Background: an optimization exercise with open tools, aiming at small area, a short achievable clock period and few clock cycles. Do not read the settings as production practice.
Only simulation tests tie the RTL to the original design; equivalence was not proved.

==> v5 <==
==> flow/design.v <==
package mips_pkg;
   localparam int WORD_W = 32;
   localparam logic [5:0] OP_RTYPE = 6'h00;
   localparam logic [5:0] OP_ADDI  = 6'h08;
   localparam logic [5:0] OP_HALT  = 6'h3F;
   localparam logic [5:0] FUNC_ADD = 6'h20;
   typedef logic [WORD_W-1:0] word_t;
   typedef enum logic [2:0] {
      ST_IDLE,
      ST_FETCH,
      ST_DECODE,
      ST_READ,
      ST_EXEC,
      ST_WB,
      ST_DONE
   } state_t;
endpackage
import mips_pkg::*;
module mips_regfile
(
   input  logic            clk,
   input  logic            reset,
   input  logic [31:1]     we,          
   input  logic [31:1]     hold,        
   input  mips_pkg::word_t wdata,
   input  logic [31:1]     sel_a,       
   input  logic [31:1]     sel_b,
   input  logic            fwd_a,       
   input  logic            fwd_b,
   input  mips_pkg::word_t fwd,
   output mips_pkg::word_t rdata_a,
   output mips_pkg::word_t rdata_b
);
   mips_pkg::word_t regs [1:31];
   logic [31:1] row_we;
   logic [31:1] row_hold;
   always_comb begin
      for (int i = 1; i < 32; i++) begin
         row_we[i]   = we[i] && !reset;
         row_hold[i] = hold[i] && !reset;
      end
   end
   always_ff @(posedge clk) begin
      for (int i = 1; i < 32; i++)
         regs[i] <= ({32{row_we[i]}} & wdata) | ({32{row_hold[i]}} & regs[i]);
   end
   always_comb begin
      rdata_a = {32{fwd_a}} & fwd;
      rdata_b = {32{fwd_b}} & fwd;
      for (int i = 1; i < 32; i++) begin
         rdata_a = rdata_a | ({32{sel_a[i]}} & regs[i]);
         rdata_b = rdata_b | ({32{sel_b[i]}} & regs[i]);
      end
   end
endmodule
import mips_pkg::*;
module mips_issue_sequencer
#(
   parameter int          IMEM_DEPTH  = 256,
   parameter logic [5:0]  HALT_OPCODE = mips_pkg::OP_HALT,
   localparam int         AW          = $clog2(IMEM_DEPTH)
)(
   input  logic          clk,
   input  logic          reset,
   input  logic          start,
   output logic [AW-1:0] imem_addr,
   input  mips_pkg::word_t         imem_data,
   output mips_pkg::word_t         instruction,
   output mips_pkg::word_t         rs_content,
   output mips_pkg::word_t         rt_content,
   input  mips_pkg::word_t         result,
   output logic          busy,
   output logic          done,
   output logic          wb_en,
   output logic [4:0]    wb_addr,
   output mips_pkg::word_t         wb_data
);
   logic        f_valid;                  
   logic        f_halt;
   logic        f_go;                     
   logic [4:0]  f_rs, f_rt, f_dst;
   logic        f_fwd_a, f_fwd_b;
   logic              d_valid;
   mips_pkg::word_t   d_ins;
   logic [4:0]        d_dst;
   logic              d_wv;               
   logic [31:1]       d_sel_a, d_sel_b;
   logic              d_fwd_a, d_fwd_b;
   logic [31:1]       e_we;               
   logic [31:1]       e_hold;             
   mips_pkg::word_t   rf_a, rf_b;
   assign f_halt = (imem_data[31:26] == HALT_OPCODE);
   assign f_go   = f_valid && !f_halt;
   assign f_rs   = imem_data[25:21];
   assign f_rt   = imem_data[20:16];
   assign f_dst  = (imem_data[31:26] == OP_RTYPE) ? imem_data[15:11] : imem_data[20:16];
   assign f_fwd_a = d_wv && (f_rs == d_dst);
   assign f_fwd_b = d_wv && (f_rt == d_dst);
   mips_regfile u_regfile (
      .clk     (clk),
      .reset   (reset),
      .we      (e_we),
      .hold    (e_hold),
      .wdata   (result),
      .sel_a   (d_sel_a),
      .sel_b   (d_sel_b),
      .fwd_a   (d_fwd_a),
      .fwd_b   (d_fwd_b),
      .fwd     (result),
      .rdata_a (rf_a),
      .rdata_b (rf_b)
   );
   assign wb_data = result;
   always_ff @(posedge clk) begin
      if (reset) begin
         busy      <= 1'b0;
         imem_addr <= '0;
         f_valid   <= 1'b0;
         d_valid   <= 1'b0;
         d_wv      <= 1'b0;
         e_we      <= '0;
         e_hold    <= '1;
         wb_en     <= 1'b0;
         done      <= 1'b0;
      end else begin
         if (!busy) begin
            if (start) begin
               busy      <= 1'b1;
               imem_addr <= AW'(1);
               f_valid   <= 1'b1;
            end
         end else begin
            if (f_go)                   imem_addr <= imem_addr + 1'b1;
            else                        imem_addr <= '0;
            if (f_valid && f_halt)      f_valid   <= 1'b0;
            if (done)                   busy      <= 1'b0;
         end
         d_valid <= f_go;
         d_wv    <= f_go && (f_dst != 5'd0);
         for (int i = 1; i < 32; i++) begin
            e_we[i]   <= d_wv && (d_dst == 5'(i));
            e_hold[i] <= !(d_wv && (d_dst == 5'(i)));
         end
         wb_en   <= d_valid;
         done    <= f_valid && f_halt;
      end
   end
   always_ff @(posedge clk) begin
      d_ins       <= imem_data;
      d_dst       <= f_dst;
      for (int i = 1; i < 32; i++) begin
         d_sel_a[i] <= (f_rs == 5'(i)) && !f_fwd_a;
         d_sel_b[i] <= (f_rt == 5'(i)) && !f_fwd_b;
      end
      d_fwd_a     <= f_fwd_a;
      d_fwd_b     <= f_fwd_b;
      instruction <= d_ins;
      rs_content  <= rf_a;
      rt_content  <= rf_b;
      wb_addr     <= d_dst;
   end
endmodule
==> flow/run.sh <==
#!/bin/bash
# synth_recipe.tcl (not shown) runs the flow's synth.tcl, then flattens the netlist and writes it again
# the make line also repeats each setting of config.mk as NAME=value (left out here)
make -C /OpenROAD-flow-scripts/flow DESIGN_CONFIG=/design/flow/config.mk WORK_HOME=/design/flow/orfs CLKGATE_MAP_FILE= SYNTH_SCRIPT=/design/flow/synth_recipe.tcl finish
==> flow/config.mk <==
export PLATFORM = sky130hd
export DESIGN_NAME = mips_issue_sequencer
export DESIGN_NICKNAME = mips_issue_sequencer
export VERILOG_FILES = /design/flow/design.v
export SDC_FILE = /design/flow/constraint.sdc
export NUM_CORES = 4
export LEC_CHECK = 0
export CAP_MARGIN = 20
export CORE_MARGIN = 2
export CORE_UTILIZATION = 40
export CTS_CLUSTER_DIAMETER = 100
export CTS_CLUSTER_SIZE = 20
export SETUP_SLACK_MARGIN = 2.2
export SLEW_MARGIN = 20
==> flow/constraint.sdc <==
create_clock -name core_clock -period 4.0 [get_ports {clk}]
set_input_delay 0.8000 -clock core_clock [delete_from_list [all_inputs] [get_ports {clk}]]
set_output_delay 0.8000 -clock core_clock [all_outputs]
set_load 0.01 [all_outputs]
==> v37: changes against v5 <==
==> flow/design.v, changed modules only <==
module mips_regfile
(
   input  logic            clk,
   input  logic            reset,
   input  logic            we,
   input  logic [4:0]      waddr,
   input  mips_pkg::word_t wdata,
   input  logic [4:0]      raddr_a,
   input  logic [4:0]      raddr_b,
   output mips_pkg::word_t rdata_a,
   output mips_pkg::word_t rdata_b
);
   mips_pkg::word_t regs [1:31];
   logic [31:1] row_we;
   logic [31:1] row_hold;
   logic [31:1] sel_a;
   logic [31:1] sel_b;
   always_comb begin
      for (int i = 1; i < 32; i++) begin
         row_we[i]   = we && (waddr == 5'(i)) && !reset;
         row_hold[i] = !(we && (waddr == 5'(i))) && !reset;
         sel_a[i]    = (raddr_a == 5'(i));
         sel_b[i]    = (raddr_b == 5'(i));
      end
   end
   always_ff @(posedge clk) begin
      for (int i = 1; i < 32; i++)
         regs[i] <= ({32{row_we[i]}} & wdata) | ({32{row_hold[i]}} & regs[i]);
   end
   always_comb begin
      rdata_a = '0;
      rdata_b = '0;
      for (int i = 1; i < 32; i++) begin
         rdata_a = rdata_a | ({32{sel_a[i]}} & regs[i]);
         rdata_b = rdata_b | ({32{sel_b[i]}} & regs[i]);
      end
   end
endmodule
module mips_issue_sequencer
#(
   parameter int          IMEM_DEPTH  = 256,
   parameter logic [5:0]  HALT_OPCODE = mips_pkg::OP_HALT,
   localparam int         AW          = $clog2(IMEM_DEPTH)
)(
   input  logic          clk,
   input  logic          reset,
   input  logic          start,
   output logic [AW-1:0] imem_addr,
   input  mips_pkg::word_t         imem_data,
   output mips_pkg::word_t         instruction,
   output mips_pkg::word_t         rs_content,
   output mips_pkg::word_t         rt_content,
   input  mips_pkg::word_t         result,
   output logic          busy,
   output logic          done,
   output logic          wb_en,
   output logic [4:0]    wb_addr,
   output mips_pkg::word_t         wb_data
);
   logic        f_valid;                  
   logic        f_halt;
   logic        f_go;                     
   logic [4:0]  f_rs, f_rt, f_dst;
   logic        f_fwd_a, f_fwd_b;
   logic        e_wv;                     
   logic [4:0]  e_dst;                    
   mips_pkg::word_t rf_a, rf_b;
   assign f_halt = (imem_data[31:26] == HALT_OPCODE);
   assign f_go   = f_valid && !f_halt;
   assign f_rs   = imem_data[25:21];
   assign f_rt   = imem_data[20:16];
   assign f_dst  = (imem_data[31:26] == OP_RTYPE) ? imem_data[15:11] : imem_data[20:16];
   assign f_fwd_a = e_wv && (f_rs == e_dst);
   assign f_fwd_b = e_wv && (f_rt == e_dst);
   mips_regfile u_regfile (
      .clk     (clk),
      .reset   (reset),
      .we      (e_wv),
      .waddr   (e_dst),
      .wdata   (result),
      .raddr_a (f_rs),
      .raddr_b (f_rt),
      .rdata_a (rf_a),
      .rdata_b (rf_b)
   );
   assign wb_data = result;
   assign done    = f_valid && f_halt;
   always_ff @(posedge clk) begin
      if (reset) begin
         busy      <= 1'b0;
         imem_addr <= '0;
         f_valid   <= 1'b0;
         wb_en     <= 1'b0;
         e_wv      <= 1'b0;
      end else begin
         if (!busy) begin
            if (start) begin
               busy      <= 1'b1;
               imem_addr <= AW'(1);
               f_valid   <= 1'b1;
            end
         end else begin
            if (f_go)                   imem_addr <= imem_addr + 1'b1;
            else                        imem_addr <= '0;
            if (done)                   f_valid   <= 1'b0;
            if (done)                   busy      <= 1'b0;
         end
         wb_en <= f_go;
         e_wv  <= f_go && (f_dst != 5'd0);
      end
   end
   always_ff @(posedge clk) begin
      instruction <= imem_data;
      rs_content  <= f_fwd_a ? result : rf_a;
      rt_content  <= f_fwd_b ? result : rf_b;
      wb_addr     <= f_dst;
      e_dst       <= f_dst;
   end
endmodule
--- a/flow/config.mk
+++ b/flow/config.mk
@@ -8,7 +8,5 @@
 export CAP_MARGIN = 20
 export CORE_MARGIN = 2
 export CORE_UTILIZATION = 40
-export CTS_CLUSTER_DIAMETER = 100
-export CTS_CLUSTER_SIZE = 20
-export SETUP_SLACK_MARGIN = 2.2
+export SETUP_SLACK_MARGIN = 1.8
 export SLEW_MARGIN = 20
==> results.ini <==
[power]
finalPower_w = 0.0222

[synthesis]
synth_area_leaders = dfxtp_1, a22o_1, a22oi_1
synth.avg_cell_area_um2 = 10.7
ys_seq_elements = 1270

[setup_path]
reg2regPathDepth = 4
cp-startpoint = rt_content[0]
reg2reg_slack_ps = 2040

[placed_design]
pre_cts_slack_ps = 971

[global_route]
grt_pass1_vias = 44438
grt_usage_pct = 41.8

[status]
status = no timing/DRC/antenna violations

[sta]
period_share_pct = 51.1

[worst_hold_path]
holdCritPathClass = flop to flop

# the run above: v5

==> results.ini <==
[status]
status = no timing/DRC/antenna violations

[sta]
period_share_pct = 59.3

[synthesis]
ys_seq_elements = 1105
synth_area_leaders = dfxtp_1, a22o_1, a22oi_1
synthArstFlopShare_pct = 0

[setup_path]
cp-startpoint = imem_data[22]
reg2reg_slack_ps = 1720
reg2regPathDepth = 6

[routing]
drtIter0Drc = 13604

[final_layout]
top_register = u_regfile.regs
largest_reg_flops = 992

[power]
internal_power_w = 0.0193
powerClk_w = 0.0127
finalPower_w = 0.0261

[worst_hold_path]
holdCritPathClass = input port to flop

[global_route]
grt_pass1_vias = 48401
grt_usage_pct = 53.0

# the run above: v37

Testbench counts of v5, summed over its fixed seeds: cycles 2,834.
Testbench counts of v37, summed over its fixed seeds: cycles 2,770.

## afterwards: timing with drivers on the ports
In the flow no input, the clock included, has a driving cell. The finished layouts below were timed again as built, in two steps.
Step 1: set_driving_cell puts a clkbuf_16 on clk and a buf_2 on each other input, an assumption about the parent block.
Step 2 moves the port delays by t, midway between the first and last clock arrival at a register: inputs arrive t later, outputs are due t later. That takes back most of the time a late clock gives input paths.
Three values: ideal ports, drivers, drivers and shift; two values: the first two.
run	t (ns)	slack for setup (ns)	hold slack, ns	worst data-port slew with drivers (ns)	pins driven straight from the clock port
v5	0.774	1.954 / 1.875 / 1.360	0.322 / 0.322 / 0.322	0.17	1
v37	0.839	1.628 / 1.498 / 0.659	0.142 / 0.119 / 0.465	0.36	1
After both steps every run listed still meets setup and hold. For v37, which loses most, drivers alone change the setup slack by -0.130 ns; drivers and shift together by -0.969 ns.
